Background: an optimization exercise with open tools, aiming at small area, a short achievable clock period and few clock cycles per item. Do not read the settings as production practice.
The RTL was checked by simulation tests, not by an equivalence proof against the original design.

===== flow/flow/run.sh =====
#!/bin/bash
# Standard ORFS layout with these changes: the input port buffers are buf_4
# cells (buffer_ports otherwise picks a slow delay buffer), the output port
# buffers are resized to buf_1 right after global placement, and the 3-input
# XOR cells are not used (two 2-input XORs are smaller and about as fast).
set -euo pipefail
HERE=$(cd "$(dirname "$0")" && pwd)
DU="sky130_fd_sc_hd__probe_p_8 sky130_fd_sc_hd__probec_p_8 sky130_fd_sc_hd__lpflow_bleeder_1 sky130_fd_sc_hd__lpflow_clkbufkapwr_1 sky130_fd_sc_hd__lpflow_clkbufkapwr_16 sky130_fd_sc_hd__lpflow_clkbufkapwr_2 sky130_fd_sc_hd__lpflow_clkbufkapwr_4 sky130_fd_sc_hd__lpflow_clkbufkapwr_8 sky130_fd_sc_hd__lpflow_clkinvkapwr_1 sky130_fd_sc_hd__lpflow_clkinvkapwr_16 sky130_fd_sc_hd__lpflow_clkinvkapwr_2 sky130_fd_sc_hd__lpflow_clkinvkapwr_4 sky130_fd_sc_hd__lpflow_clkinvkapwr_8 sky130_fd_sc_hd__lpflow_decapkapwr_12 sky130_fd_sc_hd__lpflow_decapkapwr_3 sky130_fd_sc_hd__lpflow_decapkapwr_4 sky130_fd_sc_hd__lpflow_decapkapwr_6 sky130_fd_sc_hd__lpflow_decapkapwr_8 sky130_fd_sc_hd__lpflow_inputiso0n_1 sky130_fd_sc_hd__lpflow_inputiso0p_1 sky130_fd_sc_hd__lpflow_inputiso1n_1 sky130_fd_sc_hd__lpflow_inputiso1p_1 sky130_fd_sc_hd__lpflow_inputisolatch_1 sky130_fd_sc_hd__lpflow_isobufsrc_1 sky130_fd_sc_hd__lpflow_isobufsrc_16 sky130_fd_sc_hd__lpflow_isobufsrc_2 sky130_fd_sc_hd__lpflow_isobufsrc_4 sky130_fd_sc_hd__lpflow_isobufsrc_8 sky130_fd_sc_hd__lpflow_isobufsrckapwr_16 sky130_fd_sc_hd__lpflow_lsbuf_lh_hl_isowell_tap_1 sky130_fd_sc_hd__lpflow_lsbuf_lh_hl_isowell_tap_2 sky130_fd_sc_hd__lpflow_lsbuf_lh_hl_isowell_tap_4 sky130_fd_sc_hd__lpflow_lsbuf_lh_isowell_4 sky130_fd_sc_hd__lpflow_lsbuf_lh_isowell_tap_1 sky130_fd_sc_hd__lpflow_lsbuf_lh_isowell_tap_2 sky130_fd_sc_hd__lpflow_lsbuf_lh_isowell_tap_4 sky130_fd_sc_hd__xor3_1 sky130_fd_sc_hd__xor3_2 sky130_fd_sc_hd__xor3_4 sky130_fd_sc_hd__xnor3_1 sky130_fd_sc_hd__xnor3_2 sky130_fd_sc_hd__xnor3_4"
bash standard.sh DONT_USE_CELLS="$DU" BUFFER_PORTS_ARGS="-buffer_cell sky130_fd_sc_hd__buf_4" POST_GLOBAL_PLACE_TCL="$HERE/post_gpl.tcl" finish > standard_flow.log 2>&1

===== flow/flow/post_gpl.tcl =====
# The output ports only drive the fixed 0.01 pF load; a buf_1 is enough for
# their port buffers (buffer_ports uses one cell type for every port).
foreach inst [get_cells output*] {
  replace_cell $inst sky130_fd_sc_hd__buf_1
}

===== flow/standard.sh =====
#!/bin/bash
# synth_recipe.tcl (not shown) runs the flow's synth.tcl, then flattens the netlist and writes it again
# the make line also repeats each setting of config.mk as NAME=value (left out here)
make -C /OpenROAD-flow-scripts/flow DESIGN_CONFIG=/design/flow/config.mk WORK_HOME=/design/flow/orfs CLKGATE_MAP_FILE= SYNTH_SCRIPT=/design/flow/synth_recipe.tcl "${@:-finish}"

===== flow/config.mk =====
export PLATFORM = sky130hd
export DESIGN_NAME = rs_polymul
export DESIGN_NICKNAME = rs_polymul
export VERILOG_FILES = /design/flow/design.v
export SDC_FILE = /design/flow/constraint.sdc
export NUM_CORES = 4
export LEC_CHECK = 0
export CAP_MARGIN = 20
export CORE_MARGIN = 2
export CORE_UTILIZATION = 55
export CTS_CLUSTER_DIAMETER = 50
export CTS_CLUSTER_SIZE = 8
export SETUP_SLACK_MARGIN = 1.3
export SLEW_MARGIN = 20

===== flow/constraint.sdc =====
create_clock -name core_clock -period 5.0 [get_ports {CLK}]
set_input_delay 1.0000 -clock core_clock [delete_from_list [all_inputs] [get_ports {CLK}]]
set_output_delay 1.0000 -clock core_clock [all_outputs]
set_load 0.01 [all_outputs]

===== flow/design.v =====
package rs_pkg;
   localparam int SYM_W = 6;                         
   localparam logic [SYM_W-1:0] GF_POLY = 6'b00_0011;
   localparam int NUM_SYND = 20;                     
   localparam int NUM_EPS  = 21;                     
   localparam int NUM_PROD = 15;
endpackage
module gf_expand
(
   input  logic [rs_pkg::SYM_W-1:0]    a,               
   output logic [rs_pkg::NUM_PROD-1:0] f                
);
   logic t0;
   logic t1;
   logic t2;
   logic t3;
   logic t4;
   logic t5;
   logic t6;
   assign t0 = a[0] ^ a[2];
   assign t1 = a[0] ^ a[3];
   assign t2 = a[1] ^ a[2];
   assign t3 = a[1] ^ a[4];
   assign t4 = a[1] ^ a[5];
   assign t5 = a[2] ^ a[3];
   assign t6 = a[3] ^ a[5];
   assign f[0] = t0 ^ t4;
   assign f[1] = t1 ^ t4;
   assign f[2] = t5;
   assign f[3] = a[2];
   assign f[4] = t4;
   assign f[5] = t2 ^ a[5];
   assign f[6] = t6;
   assign f[7] = t3;
   assign f[8] = t3 ^ t6;
   assign f[9] = t1 ^ a[1];
   assign f[10] = t1 ^ t3;
   assign f[11] = a[4];
   assign f[12] = t2;
   assign f[13] = t3 ^ a[0];
   assign f[14] = t0 ^ a[4];
endmodule
module gf_contract
(
   input  logic [rs_pkg::NUM_PROD-1:0] p,               
   output logic [rs_pkg::SYM_W-1:0]    c                
);
   logic t0;
   logic t1;
   logic t2;
   logic t3;
   logic t4;
   logic t5;
   logic t6;
   logic t7;
   assign t0 = p[3] ^ p[7];
   assign t1 = p[11] ^ t0;
   assign t2 = p[0] ^ p[1];
   assign t3 = p[4] ^ t1;
   assign t4 = p[10] ^ p[12];
   assign t5 = p[6] ^ p[9];
   assign t6 = p[14] ^ t2;
   assign t7 = t3 ^ t4;
   assign c[0] = p[5] ^ p[13] ^ t1 ^ t5 ^ t6;
   assign c[1] = p[6] ^ t6 ^ t7;
   assign c[2] = p[11] ^ p[13] ^ t2 ^ t4;
   assign c[3] = p[8] ^ p[13] ^ t7;
   assign c[4] = p[3] ^ p[4] ^ p[8] ^ p[10] ^ t5;
   assign c[5] = p[1] ^ p[2] ^ t3 ^ t5;
endmodule
module polymul_ctrl
(
   input  logic CLK,                                 
   input  logic RESET,                               
   input  logic enable,                              
   input  logic sync,                                
   output logic load,                                
   output logic done                                 
);
   assign load = enable && sync;
   always_ff @(posedge CLK or negedge RESET) begin
      if (!RESET) begin
         done <= 1'b0;
      end
      else if (enable) begin
         done <= sync;
      end
   end
endmodule
module epsilon_shifter
(
   input  logic                                          CLK,        
   input  logic                                          load,       
   input  logic [rs_pkg::NUM_SYND-1:0][rs_pkg::SYM_W-1:0] d,         
   output logic [rs_pkg::NUM_SYND-1:0][rs_pkg::SYM_W-1:0] q          
);
   always_ff @(posedge CLK) begin
      if (load) begin
         q <= d;
      end
   end
endmodule
module syndrome_mac
(
   input  logic [rs_pkg::NUM_SYND-1:0][rs_pkg::SYM_W-1:0]  syndrome_in,    
   input  logic [rs_pkg::NUM_SYND-1:0][rs_pkg::SYM_W-1:0]  epsilon_in,     
   output logic [rs_pkg::NUM_SYND-1:0][rs_pkg::SYM_W-1:0]  product         
);
   logic [rs_pkg::NUM_SYND-1:0][rs_pkg::NUM_PROD-1:0] s_f;       
   logic [rs_pkg::NUM_SYND-1:0][rs_pkg::NUM_PROD-1:0] e_f;       
   logic [rs_pkg::NUM_SYND-1:0][rs_pkg::NUM_PROD-1:0] acc;       
   for (genvar i = 0; i < rs_pkg::NUM_SYND; i++) begin : g_exp
      gf_expand u_s (.a (syndrome_in[i]), .f (s_f[i]));
      gf_expand u_e (.a (epsilon_in[i]),  .f (e_f[i]));
   end
   always_comb begin
      for (int j = 0; j < rs_pkg::NUM_SYND; j++) begin
         acc[j] = '0;
         for (int k = 0; k <= j; k++) begin
            acc[j] = acc[j] ^ (e_f[k] & s_f[j-k]);
         end
      end
   end
   for (genvar j = 0; j < rs_pkg::NUM_SYND; j++) begin : g_con
      gf_contract u_c (.p (acc[j]), .c (product[j]));
   end
endmodule
module rs_polymul
(
   input  logic                            CLK,            
   input  logic                            RESET,          
   input  logic                            enable,         
   input  logic                            sync,           
   input  logic [rs_pkg::NUM_SYND-1:0][rs_pkg::SYM_W-1:0]  syndrome_in,    
   input  logic [rs_pkg::NUM_EPS-1:0][rs_pkg::SYM_W-1:0]   epsilon_in,     
   output logic [rs_pkg::NUM_SYND-1:0][rs_pkg::SYM_W-1:0]  syndrome_out,   
   output logic                            done            
);
   logic             load;                           
   logic [rs_pkg::NUM_SYND-1:0][rs_pkg::SYM_W-1:0] product;     
   polymul_ctrl u_ctrl (
      .CLK    (CLK),
      .RESET  (RESET),
      .enable (enable),
      .sync   (sync),
      .load   (load),
      .done   (done)
   );
   syndrome_mac u_mac (
      .syndrome_in  (syndrome_in),
      .epsilon_in   (epsilon_in[rs_pkg::NUM_SYND-1:0]),
      .product      (product)
   );
   epsilon_shifter u_res (
      .CLK  (CLK),
      .load (load),
      .d    (product),
      .q    (syndrome_out)
   );
endmodule

==> impl_metrics.tcl, run 1 <==
set metrics [dict create \
    crit_top_cell "xnor2_1" \
    grt_pass1_vias 56000 \
    cts_tree "built" \
    grt_first_pass_wirelength_um 426000 \
    synth_fp_nets 8007 \
    ys_warn_count 3 \
    max_stage_delay_ns 0.59 \
    die_area_mm2 0.102 \
    ctsLongestPathBuffers 2 \
    drc_errors 0 \
    cp.arrival_ns 4.07 \
    clockRootBuffer "clkbuf_16" \
    areaGrowthSynthToFinish_pct 30.7 \
    grt_max_degree 50 \
    clkLatencyLatePin_ns 0.46 \
    syn_area_per_cell_um2 7.03 \
    h-tree-depth 4 \
    via_count 61700 \
    start_kind "primary input" \
    portBuffers 364 \
    end_kind "flop" \
    cts.sinks 121 \
    fin_crit_sh_pct 77.5 \
    ant_nets 0 \
    status "timing/DRC/antenna clean" \
    nets 8976 \
    initial_utilization_pct 55.4 \
    overflow 0 \
    grt_antenna_before_repair 12 \
    ioPinCount 371 \
    drt-initial-drc-count 11400 \
    drive_gt1_share_pct 21.3 \
    final_max_slew_viol_count 0 \
    fin_crit_ns 3.87 \
    path_max_fanout 14 \
    final_hold_viol_count 0 \
    fp.dieH_um 319 \
    synth_area_mm2 0.0546 \
    cpMaxStageDelayCell "xnor2_4" \
    fp.dieW_um 319 \
    firstDrtPassIters 15 \
    skew_ns 0 \
    fmax_mhz 258 \
    wl_per_cell_um 31.5 \
    cts.reportedPaths.clkPinSlew_ns 0.07 \
    tightest_slew_ns 1.10 \
    synth_cells 7757 \
    max-slew-margin-rel_pct 25.9 \
    coreArea_mm2 0.0984 \
    dr.max_layer_used "met5" \
    route.met3.wl_um 55400 \
    yosysUniqueCellTypes 22 \
    worst-path-buf-inv 4 \
    worstPathCellList "buf_4 -> xnor2_4 -> xnor2_4 -> buf_4 -> nor2_1 -> xnor2_1 -> xnor2_1 -> xnor2_1 -> xnor2_1 -> xnor2_1 -> buf_4 -> xnor2_1 -> buf_4 -> xnor2_1" \
    rsz0062_at_grt "yes" \
    setup_viol 0 \
    path_class "in -> reg" \
    hold_class "in -> async" \
    routed_wl_um 316000 \
    num_rows 115 \
    critical_path_required_ns 5.19 \
    route.met2.wl_um 119000 \
    synth-seq-cells 121 \
    track_usage_pct 58.8 \
    cts-buffers-inserted 17 \
    drv_cap 0 \
    route.layer.met1.wl_um 99300 \
    path_delay_family "XOR/XNOR gates" \
    fin_setup_tns_ns 0 \
    hpwl_um 240000 \
    fillCellCount 7583 \
    vias_per_cell 6.15 \
    seq_area_frac_synth_pct 6.65 \
]
## routing by layer
layer,vias to the layer above,global-route usage (%)
met4,19,55.2
met5,-,2.03
met2,6164,81.0
met1,28300,64.6
met3,2260,30.1
li1,25000,-
## cell usage after synthesis
| master | instances | area share, % |
|---|---|---|
| a32oi_1 | 1 | 0.016 |
| and2_1 | 1 | 0.011 |
| buf_1 | 21 | 0.14 |
| buf_2 | 217 | 2.0 |
| buf_4 | 23 | 0.32 |
| buf_6 | 4 | 0.083 |
| clkbuf_1 | 230 | 1.6 |
| clkbuf_2 | 9 | 0.083 |
| dfrtp_1 | 1 | 0.046 |
| edfxtp_1 | 120 | 6.6 |
| mux2_2 | 2 | 0.041 |
| nand2_1 | 1266 | 8.7 |
| nand2b_1 | 36 | 0.41 |
| nor2_1 | 1826 | 13 |
| nor2_2 | 2 | 0.023 |
| nor2b_1 | 19 | 0.22 |
| or2_2 | 2 | 0.023 |
| xnor2_1 | 3179 | 51 |
| xnor2_2 | 131 | 3.9 |
| xnor2_4 | 43 | 2.2 |
| xor2_1 | 623 | 10 |
| xor2_2 | 1 | 0.030 |
## cell usage in the layout (no fill, tap or decap), types with 3 or more instances in the layout
cell	n
nand2b_1	36
diode_2	6
buf_8	18
nor2_1	1818
xor2_1	613
nor2b_1	19
buf_1	121
nand2_1	1266
edfxtp_1	120
buf_4	1075
clkbuf_16	19
clkinv_4	4
xnor2_4	222
xor2_4	3
buf_12	106
nor2_2	10
buf_6	129
xnor2_2	249
inv_8	3
xnor2_1	2883
xor2_2	8
inv_6	5
## worst paths after layout
kind                                startpoint     endpoint  slack (ns)  depth (start not counted)
worst min register to register     u_ctrl.done  u_ctrl.done        0.52                          1
min in group core_clock            u_ctrl.done  u_ctrl.done        0.52                          1
max in group asynchronous                RESET  u_ctrl.done        4.62                          1
worst max register to register     u_ctrl.done  u_ctrl.done        4.25                          1
worst max-delay path            syndrome_in[2]  u_res.q[54]        1.13                         14
worst min-delay path                     RESET  u_ctrl.done        0.30                          1
## flip-flops by register name (all words and copies together), names as in the netlist
register / count
u_ctrl.done: 1
u_res.q: 120
## final cells by class
| class | instances | area [um^2] | share of cell area, % |
|---|---|---|---|
| well taps | 1287 | 1610 | 2.26 |
| repair buffers | 1453 | 12400 | 17.4 |
| flip-flops and latches | 121 | 3630 | 5.09 |
| clock inverters | 15 | 153 | 0.214 |
| diodes | 6 | 15.0 | 0.0211 |
| clock buffers | 17 | 425 | 0.597 |
| multi-input cells | 7133 | 53000 | 74.4 |
## kinds of logic after synthesis
group / share of synthesized area, %
AO/OA/AOI/OAI: 0.0161
XOR/XNOR: 67.1
buffers and inverters: 4.20
flip-flops: 6.65
multiplexers: 0.0413
AND/OR/NAND/NOR: 22.0
## repair_timing
item	CTS	global route
endpoints found under the hold margin	0	0
cloned	1	4
buffers inserted	126	186
endpoints found under the setup margin	101	92
pin swaps	72	155
hold buffers	0	0
resized for setup	311	327
## through the flow
stage               std cells  util, %  setup WS, ns  hold WS (ns)  area [um^2]
floorplan                7757        -          1.30         0.551        54600
global route            10000     72.4          1.11         0.289        71300
detailed placement       9677     63.6         0.118         0.506        62600
finish                  10000     72.4          1.13         0.303        71300
global placement         9677     64.0         0.113         0.495        62900
CTS                      9836     68.1          1.24         0.302        67100
Testbench counts, summed over its fixed seeds: cycles 384, jobs 384.
==> run 2, diff against run 1 <==
--- a/flow/config.mk
+++ b/flow/config.mk
@@ -11,4 +11,5 @@
 export CTS_CLUSTER_DIAMETER = 50
 export CTS_CLUSTER_SIZE = 8
-export SETUP_SLACK_MARGIN = 1.3
+export PLACE_DENSITY = 0.72
+export SETUP_SLACK_MARGIN = 1.2
 export SLEW_MARGIN = 20
==> run 2 against run 1 <==
Against the previous run:
- highest routed layer unchanged
- die area unchanged
- critical path type unchanged
- synthesized cell count stayed put
- clock skew unchanged
- worst hold slack improved by 0.016 ns
- wire length decreased by 1.4%
- fmax down 4.0%
- first-iteration DRC count down 16%
==> impl_metrics.tcl, run 2 <==
set metrics [dict create \
    status "timing/DRC/antenna clean" \
    path_max_fanout 18 \
    cpMaxStageDelayCell "xnor2_1" \
    drc_errors 0 \
    critical_path_required_ns 5.18 \
    layout_commonest_cell "xnor2_1" \
    final_hold_viol_count 0 \
    coreArea_mm2 0.0984 \
    reg2regPathDepth 1 \
    rrSetupSlack_ns 4.26 \
    r2r-start "u_ctrl.done" \
    max-slew-margin-rel_pct 9.09 \
    fillCellCount 8121 \
    final_cell_mix "2,914 x xnor2_1, 1,823 x nor2_1, 1,266 x nand2_1" \
    clkLatencyLatePin_ns 0.44 \
    hpwl_um 240000 \
    critical_path.startpoint "syndrome_in[8]" \
    h-tree-depth 4 \
    regMostFlops "u_res.q" \
    start_kind "primary input" \
    synth_cells 7757 \
    grt_antenna_before_repair 10 \
    fin_crit_sh_pct 80.7 \
    pre_cts_slack_ns 0.255 \
    fp.dieH_um 319 \
    hold_buffers 0 \
    ant_nets 0 \
    synth-seq-cells 121 \
    ctsLongestPathBuffers 2 \
    skew_ns 0 \
    rsz0062_at_grt "yes" \
    areaGrowthSynthToFinish_pct 25.4 \
    portBuffers 364 \
    ys_warn_count 3 \
    final_max_slew_viol_count 0 \
    drt-initial-drc-count 9612 \
    placed_cells 9693 \
    yosys-top-cells-count "3,179 x xnor2_1, 1,826 x nor2_1, 1,266 x nand2_1, 623 x xor2_1, 230 x clkbuf_1" \
    ys.flop_type "edfxtp_1" \
    setup_viol 0 \
    cts.sinks 121 \
    reg2reg_to "u_ctrl.done" \
    synthTopCellsByArea "xnor2_1 51%, nor2_1 13%, xor2_1 10%" \
    drive_gt1_share_pct 19.6 \
    final_cells 9888 \
    initial_utilization_pct 55.4 \
    path_class "in -> reg" \
    end_kind "flop" \
    fin_setup_tns_ns 0 \
    synthArstFlopShare_pct 0.826 \
    largest_reg_flops 120 \
    finalWorstSetupSlack_ns 0.965 \
    wl_per_cell_um 31.5 \
    synth_top_area_cell "xnor2_1" \
    netlist.area_leader.share_pct 51.0 \
    fmax_mhz 248 \
    track_usage_pct 59.0 \
    fp.dieW_um 319 \
    vias_per_cell 6.06 \
    grt_max_degree 47 \
    worstPathCellList "buf_6 -> xnor2_4 -> buf_4 -> buf_4 -> buf_4 -> nor2_1 -> xor2_1 -> xnor2_1 -> xnor2_1 -> xnor2_1 -> xnor2_1" \
    cts.reportedPaths.clkPinSlew_ns 0.07 \
    drv_cap 0 \
    seq_area_frac_synth_pct 6.65 \
    ioPinCount 371 \
    grt_pass1_vias 55500 \
    synth_edf_count 120 \
    routed_wl_um 311000 \
    die_area_mm2 0.102 \
    max_stage_delay_ns 0.88 \
    firstDrtPassIters 10 \
    reg.largest.list "u_res.q (120), u_ctrl.done (1)" \
    synth_area_mm2 0.0546 \
    overflow 0 \
    via_count 59900 \
    cp.arrival_ns 4.22 \
    crit_top_cell "xnor2_1" \
    worst-path-buf-inv 4 \
    cts-buffers-inserted 17 \
    grt_first_pass_wirelength_um 426000 \
    cts_tree "built" \
    nets 8832 \
    path_delay_family "XOR/XNOR gates" \
    num_rows 115 \
    clockRootBuffer "clkbuf_16" \
    yosysUniqueCellTypes 22 \
    syn_area_per_cell_um2 7.03 \
    synth_fp_nets 8007 \
    yosysMostFrequentCell "xnor2_1" \
    final_util_pct 69.5 \
    tightest_slew_ns 1.35 \
    fin_crit_ns 4.04 \
    hold_class "in -> async" \
]
[run 2: worst max-delay path by stage]
| stage | cells past startpoint | endpoint | slack (ns) |
|---|---|---|---|
| floorplan | 14 | u_res.q[46] | 1.22 |
| global placement | 13 | u_res.q[74] | 0.23 |
| detailed placement | 14 | u_res.q[84] | 0.26 |
| CTS | 16 | u_res.q[91] | 1.16 |
| global route | 16 | u_res.q[102] | 1.05 |
| finish | 11 | u_res.q[21] | 0.96 |
[run 2: per-layer routing]
layer  GRT usage [%]  up-vias  wire length, um
met5           0.189        -              201
li1                -    24700                -
met4            57.5       12            40100
met3            30.4     1912            53400
met1            64.8    27700           100000
met2            80.3     5642           118000
[run 2: logic make-up (layout without fill, tap and decap cells)]
| logic type | Yosys count | count (layout) | synth area share (%) |
|---|---|---|---|
| AO/OA/AOI/OAI | 1 | 1 | 0.0161 |
| XOR/XNOR | 3977 | 3978 | 67.1 |
| buffers and inverters | 504 | 1341 | 4.20 |
| flip-flops | 121 | 121 | 6.65 |
| multiplexers | 2 | 2 | 0.0413 |
| other | 0 | 6 | 0 |
| AND/OR/NAND/NOR | 3152 | 3152 | 22.0 |
[run 2: through the flow]
step	cell area [um^2]	hold WS, ns
floorplan	54600	0.551
global placement	63000	0.503
detailed placement	62700	0.503
CTS	65400	0.303
global route	68400	0.311
finish	68400	0.319
[run 2: final cells by class]
type	count	area, um^2	area share [%]
Multi-Input combinational cell	7133	52100	76.2
Timing Repair Buffer	1309	10400	15.3
Sequential cell	121	3630	5.30
Tap cell	1287	1610	2.35
Clock buffer	17	425	0.622
Clock inverter	15	166	0.243
Antenna cell	6	15.0	0.0219
[run 2: repair_timing]
action                                  in CTS  in global routing
endpoints found under the setup margin      90                 96
gates resized for setup                    188                266
gates cloned                                 0                  2
pin swaps                                   45                107
setup buffers                               60                 93
==> run 3, diff against run 2 <==
--- a/flow/config.mk
+++ b/flow/config.mk
@@ -11,5 +11,4 @@
 export CTS_CLUSTER_DIAMETER = 50
 export CTS_CLUSTER_SIZE = 8
-export PLACE_DENSITY = 0.72
 export SETUP_SLACK_MARGIN = 1.2
 export SLEW_MARGIN = 20
==> run 3 against run 2 <==
Against the previous run:
- still clean
- die area stayed put
- fmax grew 1.0%
- final area is 2.3% lower
- sequential share of layout area up 0.12 points
- clock skew stayed put
- via count is 2.5% lower
- worst hold slack about the same
- register-to-register slack is essentially flat
- core utilization down 1.6 points
==> impl_metrics.tcl, run 3 <==
set metrics [dict create \
    status "timing/DRC/antenna clean" \
    ioPinCount 371 \
    setup_viol 0 \
    fin_crit_sh_pct 79.9 \
    ctsLongestPathBuffers 2 \
    layout_commonest_cell "xnor2_1" \
    placed_cells 9634 \
    path_class "in -> reg" \
    seq_area_frac_synth_pct 6.65 \
    rsz0062_at_grt "yes" \
    fin_crit_ns 3.99 \
    reg.largest.list "u_res.q (120), u_ctrl.done (1)" \
    skew_ns 0 \
    netlist.area_leader.share_pct 51.0 \
    drc_errors 0 \
    fp.dieH_um 319 \
    wl_per_cell_um 30.6 \
    max-slew-margin-rel_pct 11.2 \
    ys.flop_type "edfxtp_1" \
    cts-buffers-inserted 17 \
    h-tree-depth 4 \
    yosys-top-cells-count "3,179 x xnor2_1, 1,826 x nor2_1, 1,266 x nand2_1, 623 x xor2_1, 230 x clkbuf_1" \
    synth_fp_nets 8007 \
    areaGrowthSynthToFinish_pct 22.6 \
    yosysMostFrequentCell "xnor2_1" \
    start_kind "primary input" \
    multi_input_area_mm2 0.0517 \
    hpwl_um 233000 \
    fin_setup_tns_ns 0 \
    cp.arrival_ns 4.20 \
    nets 8730 \
    num_rows 115 \
    synth_area_mm2 0.0546 \
    final_max_slew_viol_count 0 \
    portBuffers 364 \
    drv_cap 0 \
    reg2regPathDepth 1 \
    overflow 0 \
    cts.reportedPaths.clkPinSlew_ns 0.07 \
    via_count 58400 \
    fillCellCount 8467 \
    regMostFlops "u_res.q" \
    synth_top_area_cell "xnor2_1" \
    placed_area_mm2 0.0621 \
    seq_area_mm2 0.00363 \
    syn_area_per_cell_um2 7.03 \
    routed_wl_um 300000 \
    drive_gt1_share_pct 18.1 \
    die_area_mm2 0.102 \
    yosysUniqueCellTypes 22 \
    grt_pass1_vias 54000 \
    synth-seq-cells 121 \
    tightest_slew_ns 1.32 \
    rrSetupSlack_ns 4.26 \
    grt_max_degree 48 \
    ant_nets 0 \
    ys_warn_count 3 \
    final_cell_mix "2,949 x xnor2_1, 1,825 x nor2_1, 1,266 x nand2_1" \
    largest_reg_flops 120 \
    hold_buffers 0 \
    cts.sinks 121 \
    synthTopCellsByArea "xnor2_1 51%, nor2_1 13%, xor2_1 10%" \
    end_kind "flop" \
    cts_tree "built" \
    path_max_fanout 7 \
    firstDrtPassIters 7 \
    fmax_mhz 250 \
    fp.dieW_um 319 \
    grt_antenna_before_repair 7 \
    drt-initial-drc-count 9733 \
    synthArstFlopShare_pct 0.826 \
    final_cells 9785 \
    synth_edf_count 120 \
    clkLatencyLatePin_ns 0.44 \
    grt_first_pass_wirelength_um 413000 \
    hold_class "in -> async" \
    critical_path_required_ns 5.20 \
    initial_utilization_pct 55.4 \
    synth_cells 7757 \
    vias_per_cell 5.97 \
    clockRootBuffer "clkbuf_16" \
    final_hold_viol_count 0 \
    coreArea_mm2 0.0984 \
    stdcell_area_mm2 0.0669 \
    track_usage_pct 56.9 \
]
==> run 3: path summary, 6_finish.rpt <==
kind                                 from           end
min in group core_clock       u_ctrl.done   u_ctrl.done
max                        epsilon_in[72]  u_res.q[118]
max in group asynchronous           RESET   u_ctrl.done
min                                 RESET   u_ctrl.done
min reg2reg                   u_ctrl.done   u_ctrl.done
max reg2reg                   u_ctrl.done   u_ctrl.done
==> run 3: repair_timing <==
item,4_1_cts,5_1_grt
gates resized for setup,167,218
cloned,0,1
endpoints found under the setup margin,90,81
pin swaps,31,56
buffers inserted,44,69
==> run 3: stage by stage <==
step           utilization (%)  hold slack [ns]  setup WS (ns)
2_1_floorplan                -            0.551           1.22
3_3_place_gp              63.5            0.493          0.227
3_5_place_dp              63.1            0.499          0.145
4_1_cts                   65.5            0.293           1.15
5_1_grt                   67.9            0.308           1.02
6_report                  68.0            0.318           1.01
==> run 3: layout make-up <==
cell class,instances,share of cell area (%)
timing repair buffer,1208,14.0
sequential,121,5.43
multi-input combinational,7132,77.3
clock inverter,15,0.226
clock buffer,17,0.636
tap,1287,2.41
antenna,5,0.0187
==> run 3: cells by family after synthesis <==
kind of cell	Yosys count	synth area share, %
flip-flops	121	6.65
buffers and inverters	504	4.20
XOR/XNOR	3977	67.1
AND/OR/NAND/NOR	3152	22.0
multiplexers	2	0.0413
AO/OA/AOI/OAI	1	0.0161
==> run 3: layer usage <==
layer | GRT usage (%) | wire (um) | up-vias
met5 | 0.804 | 593 | -
met4 | 51.1 | 36000 | 10
met3 | 29.5 | 52800 | 1704
met2 | 77.4 | 113000 | 5297
met1 | 64.0 | 97400 | 27000
li1 | - | - | 24500
==> run 3: critical path, cell delays in order <==
cell     delay [ns]
buf_4          0.25
xnor2_2        0.16
buf_4          0.21
buf_4          0.22
xnor2_4        0.18
buf_6          0.19
nand2_1        0.09
xnor2_2        0.17
xnor2_1        0.21
xnor2_1        0.13
xnor2_1        0.25
xnor2_1        0.15
buf_4          0.22
xnor2_1        0.14
buf_4          0.19
xnor2_1        0.15
xnor2_1        0.09
buf_4          0.15
==> run 4, diff against run 3 <==
--- a/flow/config.mk
+++ b/flow/config.mk
@@ -6,5 +6,5 @@
 export NUM_CORES = 4
 export LEC_CHECK = 0
-export CAP_MARGIN = 20
+export CAP_MARGIN = 10
 export CORE_MARGIN = 2
 export CORE_UTILIZATION = 55
@@ -12,3 +12,3 @@
 export CTS_CLUSTER_SIZE = 8
 export SETUP_SLACK_MARGIN = 1.2
-export SLEW_MARGIN = 20
+export SLEW_MARGIN = 10
==> run 4 against run 3 <==
Against the previous run:
- global-route usage grew 0.42 points
- critical endpoint is now u_res.q[109]
- setup slack gained 0.047 ns
- largest cell class unchanged
- critical path type unchanged
- still clean on timing, DRC and antenna
- sequential share of layout area shrank 0.073 points
- non-clock buffer count grew 45
- via count grew 0.77%
- final area grew 1.4%
- first-iteration DRC count shrank 1.3%
==> impl_metrics.tcl, run 4 <==
set metrics [dict create \
    final_max_slew_viol_count 0 \
    setup_viol 0 \
    synth_edf_count 120 \
    num_rows 115 \
    ioPinCount 371 \
    fillCellCount 8389 \
    fp.dieH_um 319 \
    regMostFlops "u_res.q" \
    yosys-top-cells-count "3,179 x xnor2_1, 1,826 x nor2_1, 1,266 x nand2_1, 623 x xor2_1, 230 x clkbuf_1" \
    start_kind "primary input" \
    path_class "in -> reg" \
    clockRootBuffer "clkbuf_16" \
    critical_path_required_ns 5.22 \
    drt-initial-drc-count 9605 \
    fp.dieW_um 319 \
    path_delay_family "XOR/XNOR gates" \
    drc_errors 0 \
    fin_setup_tns_ns 0 \
    synthArstFlopShare_pct 0.826 \
    fin_crit_ns 3.95 \
    crit_top_cell "xnor2_1" \
    cts.reportedPaths.clkPinSlew_ns 0.08 \
    worst-path-buf-inv 3 \
    largest_reg_flops 120 \
    yosysMostFrequentCell "xnor2_1" \
    status "timing/DRC/antenna clean" \
    clkLatencyLatePin_ns 0.45 \
    h-tree-depth 4 \
    synth-seq-cells 121 \
    cts.sinks 121 \
    grt_first_pass_wirelength_um 416000 \
    final_hold_viol_count 0 \
    die_area_mm2 0.102 \
    coreArea_mm2 0.0984 \
    max-slew-margin-rel_pct 3.27 \
    final_cell_mix "2,929 x xnor2_1, 1,826 x nor2_1, 1,266 x nand2_1" \
    grt_pass1_vias 54300 \
    areaGrowthSynthToFinish_pct 24.2 \
    reg.largest.list "u_res.q (120), u_ctrl.done (1)" \
    synth_area_mm2 0.0546 \
    end_kind "flop" \
    track_usage_pct 57.3 \
    layout_commonest_cell "xnor2_1" \
    cts_tree "built" \
    fmax_mhz 253 \
    initial_utilization_pct 55.4 \
    synthTopCellsByArea "xnor2_1 51%, nor2_1 13%, xor2_1 10%" \
    reg2regPathDepth 1 \
    synth_cells 7757 \
    via_count 58900 \
    syn_area_per_cell_um2 7.03 \
    hpwl_um 233000 \
    hold_buffers 0 \
    netlist.area_leader.share_pct 51.0 \
    ys.flop_type "edfxtp_1" \
    grt_antenna_before_repair 3 \
    skew_ns 0 \
    drive_gt1_share_pct 18.8 \
    routed_wl_um 302000 \
    worstPathCellList "buf_4 -> xnor2_2 -> buf_8 -> nor2_1 -> xor2_1 -> xnor2_1 -> xnor2_1 -> xnor2_1 -> xnor2_1 -> xnor2_1 -> xor2_1 -> xnor2_2 -> xnor2_2 -> xnor2_2 -> buf_4" \
    fin_crit_sh_pct 78.9 \
    cts-buffers-inserted 17 \
    path_max_fanout 20 \
    vias_per_cell 5.99 \
    wl_per_cell_um 30.7 \
    seq_area_mm2 0.00363 \
    tightest_slew_ns 1.44 \
    seq_area_frac_synth_pct 6.65 \
    hold_class "in -> async" \
    synth_top_area_cell "xnor2_1" \
    cpMaxStageDelayCell "xnor2_2" \
    overflow 0 \
    nets 8775 \
    ys_warn_count 3 \
    portBuffers 364 \
    drv_cap 0 \
    cp.depth 15 \
    cp.arrival_ns 4.17 \
    placed_cells 9634 \
    synth_fp_nets 8007 \
    multi_input_area_mm2 0.0520 \
    yosysUniqueCellTypes 22 \
    ctsLongestPathBuffers 2 \
    grt_max_degree 48 \
    max_stage_delay_ns 0.35 \
    rsz0062_at_grt "yes" \
    ant_nets 0 \
    firstDrtPassIters 10 \
    final_cells 9830 \
]
[run 4: worst paths after layout]
check / from / endpoint / slack, ns
setup reg to reg: u_ctrl.done / u_ctrl.done / 4.26
setup / recovery: epsilon_in[4] / u_res.q[109] / 1.05
hold reg to reg: u_ctrl.done / u_ctrl.done / 0.51
max in group asynchronous: RESET / u_ctrl.done / 4.61
min in group core_clock: u_ctrl.done / u_ctrl.done / 0.51
hold / removal: RESET / u_ctrl.done / 0.31
[run 4: layer usage]
layer  share of wire, %  global-route usage, %  up-vias
li1                   -                      -    24600
met1                 32                   64.0    27100
met2                 37                   77.6     5436
met3                 18                   30.6     1790
met4                 12                   51.7        6
met5              0.038                   1.09        -
[run 4: final cells by class]
type / instances / area share [%]
multi-input cells: 7132 / 76.7
repair buffers: 1253 / 14.7
flip-flops and latches: 121 / 5.35
well taps: 1287 / 2.38
clock buffers: 17 / 0.628
clock inverters: 15 / 0.229
diodes: 5 / 0.0185
[run 4: through the flow]
step	util, %	setup slack (ns)	area, um^2	hold WS [ns]
2_1_floorplan	-	1.22	54600	0.551
3_3_place_gp	63.5	0.227	62500	0.493
3_5_place_dp	63.1	0.141	62100	0.499
4_1_cts	65.9	1.15	64800	0.304
5_1_grt	68.9	0.961	67800	0.308
6_report	68.9	1.05	67800	0.312
[run 4: logic make-up after synthesis]
logic type,after synthesis,synth area share (%)
xor+xnor,3977,67.1
simple gates,3152,22.0
buf+inv,504,4.20
flops,121,6.65
mux,2,0.0413
compound gates,1,0.0161
[run 4: what timing repair did]
action | CTS | global route
endpoints found under the setup margin | 92 | 91
resized for setup | 195 | 264
setup buffers | 59 | 98
pin swaps | 35 | 100
cloned | 0 | 2
endpoints found under the hold margin | 0 | 0
==> run 5, diff against run 4 <==
==> flow/flow/run.sh (replaced) <==
#!/bin/bash
# Standard ORFS layout with these changes: the input port buffers are buf_4
# cells (buffer_ports otherwise picks a slow delay buffer), the output port
# buffers are resized to buf_1 right after global placement, and the 3-input
# XOR cells are not used (two 2-input XORs are smaller and about as fast).
# Timing-driven global placement keeps none of its trial buffering.
set -euo pipefail
HERE=$(cd "$(dirname "$0")" && pwd)
DU="sky130_fd_sc_hd__probe_p_8 sky130_fd_sc_hd__probec_p_8 sky130_fd_sc_hd__lpflow_bleeder_1 sky130_fd_sc_hd__lpflow_clkbufkapwr_1 sky130_fd_sc_hd__lpflow_clkbufkapwr_16 sky130_fd_sc_hd__lpflow_clkbufkapwr_2 sky130_fd_sc_hd__lpflow_clkbufkapwr_4 sky130_fd_sc_hd__lpflow_clkbufkapwr_8 sky130_fd_sc_hd__lpflow_clkinvkapwr_1 sky130_fd_sc_hd__lpflow_clkinvkapwr_16 sky130_fd_sc_hd__lpflow_clkinvkapwr_2 sky130_fd_sc_hd__lpflow_clkinvkapwr_4 sky130_fd_sc_hd__lpflow_clkinvkapwr_8 sky130_fd_sc_hd__lpflow_decapkapwr_12 sky130_fd_sc_hd__lpflow_decapkapwr_3 sky130_fd_sc_hd__lpflow_decapkapwr_4 sky130_fd_sc_hd__lpflow_decapkapwr_6 sky130_fd_sc_hd__lpflow_decapkapwr_8 sky130_fd_sc_hd__lpflow_inputiso0n_1 sky130_fd_sc_hd__lpflow_inputiso0p_1 sky130_fd_sc_hd__lpflow_inputiso1n_1 sky130_fd_sc_hd__lpflow_inputiso1p_1 sky130_fd_sc_hd__lpflow_inputisolatch_1 sky130_fd_sc_hd__lpflow_isobufsrc_1 sky130_fd_sc_hd__lpflow_isobufsrc_16 sky130_fd_sc_hd__lpflow_isobufsrc_2 sky130_fd_sc_hd__lpflow_isobufsrc_4 sky130_fd_sc_hd__lpflow_isobufsrc_8 sky130_fd_sc_hd__lpflow_isobufsrckapwr_16 sky130_fd_sc_hd__lpflow_lsbuf_lh_hl_isowell_tap_1 sky130_fd_sc_hd__lpflow_lsbuf_lh_hl_isowell_tap_2 sky130_fd_sc_hd__lpflow_lsbuf_lh_hl_isowell_tap_4 sky130_fd_sc_hd__lpflow_lsbuf_lh_isowell_4 sky130_fd_sc_hd__lpflow_lsbuf_lh_isowell_tap_1 sky130_fd_sc_hd__lpflow_lsbuf_lh_isowell_tap_2 sky130_fd_sc_hd__lpflow_lsbuf_lh_isowell_tap_4 sky130_fd_sc_hd__xor3_1 sky130_fd_sc_hd__xor3_2 sky130_fd_sc_hd__xor3_4 sky130_fd_sc_hd__xnor3_1 sky130_fd_sc_hd__xnor3_2 sky130_fd_sc_hd__xnor3_4"
bash standard.sh DONT_USE_CELLS="$DU" BUFFER_PORTS_ARGS="-buffer_cell sky130_fd_sc_hd__buf_4" POST_GLOBAL_PLACE_TCL="$HERE/post_gpl.tcl" GPL_KEEP_OVERFLOW=0 finish > standard_flow.log 2>&1
--- a/flow/config.mk
+++ b/flow/config.mk
@@ -6,5 +6,5 @@
 export NUM_CORES = 4
 export LEC_CHECK = 0
-export CAP_MARGIN = 10
+export CAP_MARGIN = 20
 export CORE_MARGIN = 2
 export CORE_UTILIZATION = 55
@@ -12,3 +12,3 @@
 export CTS_CLUSTER_SIZE = 8
 export SETUP_SLACK_MARGIN = 1.2
-export SLEW_MARGIN = 10
+export SLEW_MARGIN = 20
==> run 5 against run 4 <==
Against the previous run:
- setup slack got worse by 0.79 ns
- register-to-register slack hardly changed
- count of clock-buffer cells in the layout did not move
- wire length up 8.0%
- via count rose by 6.9%
- sequential share of layout area is 0.57 points lower
- die area unchanged
- final cell count decreased by 0.20%
- global-route usage rose by 1.1 points
- highest routed layer unchanged
- final area grew 12%
- now fails the layout checks on max-capacitance violations, max-slew violations
==> impl_metrics.tcl, run 5 <==
set metrics [dict create \
    status "finished with violations" \
    so_faults "max-capacitance violations, max-slew violations" \
    synthArstFlopShare_pct 0.826 \
    rsz0062_at_grt "yes" \
    fmax_mhz 211 \
    ctsLongestPathBuffers 2 \
    pre_cts_slack_ns -1.11 \
    reg2reg_to "u_ctrl.done" \
    cts-buffers-inserted 17 \
    path_delay_family "XOR/XNOR gates" \
    synthTopCellsByArea "xnor2_1 51%, nor2_1 13%, xor2_1 10%" \
    hold_buffers 0 \
    synth-seq-cells 121 \
    final_max_slew_viol_count 6 \
    final_hold_viol_count 0 \
    num_rows 115 \
    largest_reg_flops 120 \
    clockRootBuffer "clkbuf_16" \
    cp.arrival_ns 4.92 \
    path_max_fanout 5 \
    cp.depth 11 \
    routed_wl_um 326000 \
    fin_hold_ws_ns 0.304 \
    rrSetupSlack_ns 4.26 \
    fin_crit_ns 4.73 \
    overflow 0 \
    layout_commonest_cell "xnor2_1" \
    max-slew-margin-rel_pct -46.9 \
    grt_max_degree 61 \
    finalWorstSetupSlack_ns 0.266 \
    synth_edf_count 120 \
    placed_cells 9088 \
    firstDrtPassIters 14 \
    cpMaxStageDelayCell "xnor2_1" \
    grt_pass1_vias 54800 \
    fin_setup_tns_ns 0 \
    max_stage_delay_ns 1.65 \
    final_cells 9810 \
    coreArea_mm2 0.0984 \
    grt_antenna_before_repair 15 \
    crit_top_cell "xnor2_1" \
    clkLatencyLatePin_ns 0.45 \
    start_kind "primary input" \
    tightest_slew_ns 2.19 \
    syn_area_per_cell_um2 7.03 \
    cts.sinks 121 \
    areaGrowthSynthToFinish_pct 38.9 \
    netlist.area_leader.share_pct 51.0 \
    critical_path_required_ns 5.18 \
    worstPathCellList "buf_4 -> xnor2_1 -> xnor2_1 -> nand2_1 -> xor2_1 -> xnor2_1 -> xnor2_1 -> xnor2_1 -> xnor2_2 -> xnor2_4 -> xnor2_2" \
    initial_utilization_pct 55.4 \
    die_area_mm2 0.102 \
    placed_area_mm2 0.0607 \
    stdcell_area_mm2 0.0758 \
    yosysMostFrequentCell "xnor2_1" \
    vias_per_cell 6.41 \
    hold_class "in -> async" \
    drc_errors 0 \
    yosysUniqueCellTypes 22 \
    hpwl_um 222000 \
    drt-initial-drc-count 11800 \
    fin_crit_sh_pct 94.7 \
    h-tree-depth 4 \
    cts.reportedPaths.clkPinSlew_ns 0.07 \
    r2r-start "u_ctrl.done" \
    drive_gt1_share_pct 23.1 \
    critical_path.startpoint "epsilon_in[108]" \
    path_class "in -> reg" \
    setup_viol 0 \
    synth_area_mm2 0.0546 \
    ys.flop_type "edfxtp_1" \
    worst-path-buf-inv 1 \
    fp.dieW_um 319 \
    reg2regPathDepth 1 \
    reg.largest.list "u_res.q (120), u_ctrl.done (1)" \
    via_count 62900 \
    grt_first_pass_wirelength_um 423000 \
    end_kind "flop" \
    seq_area_frac_synth_pct 6.65 \
    final_cell_mix "2,576 x xnor2_1, 1,817 x nor2_1, 1,263 x nand2_1" \
    synth_top_area_cell "xnor2_1" \
    track_usage_pct 58.3 \
    ant_nets 0 \
    skew_ns 0 \
    portBuffers 364 \
    synth_cells 7757 \
    nets 8753 \
    ys_warn_count 3 \
    drv_cap 3 \
    wl_per_cell_um 33.2 \
    fp.dieH_um 319 \
    cts_tree "built" \
    ioPinCount 371 \
    regMostFlops "u_res.q" \
    yosys-top-cells-count "3,179 x xnor2_1, 1,826 x nor2_1, 1,266 x nand2_1, 623 x xor2_1, 230 x clkbuf_1" \
    synth_fp_nets 8007 \
]
## run 5: cell counts after synthesis
Identical to the previous run, type by type.
## run 5: final cells by class
cell class | instances | area (um^2)
antenna | 7 | 17.5
sequential | 121 | 3630
clock inverter | 15 | 156
multi-input combinational | 7134 | 57500
fill | 6673 | 22600
clock buffer | 17 | 425
tap | 1287 | 1610
timing repair buffer | 1229 | 12500
## run 5: repair_timing
item | CTS | global route
pin swaps | 174 | 264
resized for setup | 467 | 365
setup buffers | 402 | 274
setup endpoints to repair | 112 | 98
cloned | 2 | 5
endpoints found under the hold margin | 0 | 0
## run 5: stage by stage
stage	utilization [%]
after floorplan	-
after global placement	57.5
after detailed placement	61.7
after CTS	70.9
after global routing	77.0
final	77.0
## run 5: worst max-delay path by stage
stage	to
2_1_floorplan	u_res.q[46]
3_3_place_gp	u_res.q[66]
3_5_place_dp	u_res.q[61]
4_1_cts	u_res.q[61]
5_1_grt	u_res.q[109]
6_report	u_res.q[108]
## run 5: kinds of logic (layout without fill, tap and decap cells)
logic type             Yosys count  in the layout  synth area share, %
AND/OR/NAND/NOR               3152           3152                 22.0
flip-flops                     121            121                 6.65
buffers and inverters          504           1261                 4.20
XOR/XNOR                      3977           3979                 67.1
multiplexers                     2              2               0.0413
other                            0              7                    0
AO/OA/AOI/OAI                    1              1               0.0161
## run 5: per-layer routing
layer	vias to the layer above	global-route usage (%)	routed length (um)
li1	24600	-	-
met1	29000	63.2	100000
met2	6531	79.5	121000
met3	2765	32.8	59800
met4	48	53.2	42800
met5	-	6.38	1800

==> afterwards: timing with drivers on the ports <==
The results above use ideal ports. As a check the final layouts listed here were re-extracted and re-timed, cells and wires unchanged. Step 1 sets driving cells, clkbuf_16 on the clock port and buf_2 on the other inputs (assumed; they add their load-dependent delay and slew). Step 2, shift: input delay + t, output delay - t, t = (earliest + latest rising clock arrival at the registers) / 2. This alone moves slack from input paths to output paths. a / b / c = no drivers / after step 1 / after step 2; a / b = the first two.
run | t, ns | setup slack, ns | worst setup path after step 2 | worst register clock-pin slew, ns
run 1 | 0.512 | 1.125 / 1.159 / 0.648 | input to register | 0.08 / 0.08
run 2 | 0.484 | 0.965 / 0.976 / 0.492 | input to register | 0.07 / 0.07
run 3 | 0.496 | 1.006 / 1.034 / 0.538 | input to register | 0.08 / 0.08
run 4 | 0.504 | 1.054 / 1.077 / 0.573 | input to register | 0.08 / 0.08
run 5 | 0.510 | 0.266 / 0.285 / -0.224 | input to register | 0.07 / 0.07
The setup slack of run 5, which loses most, moves by +0.019 ns with the drivers and by -0.490 ns with both steps.
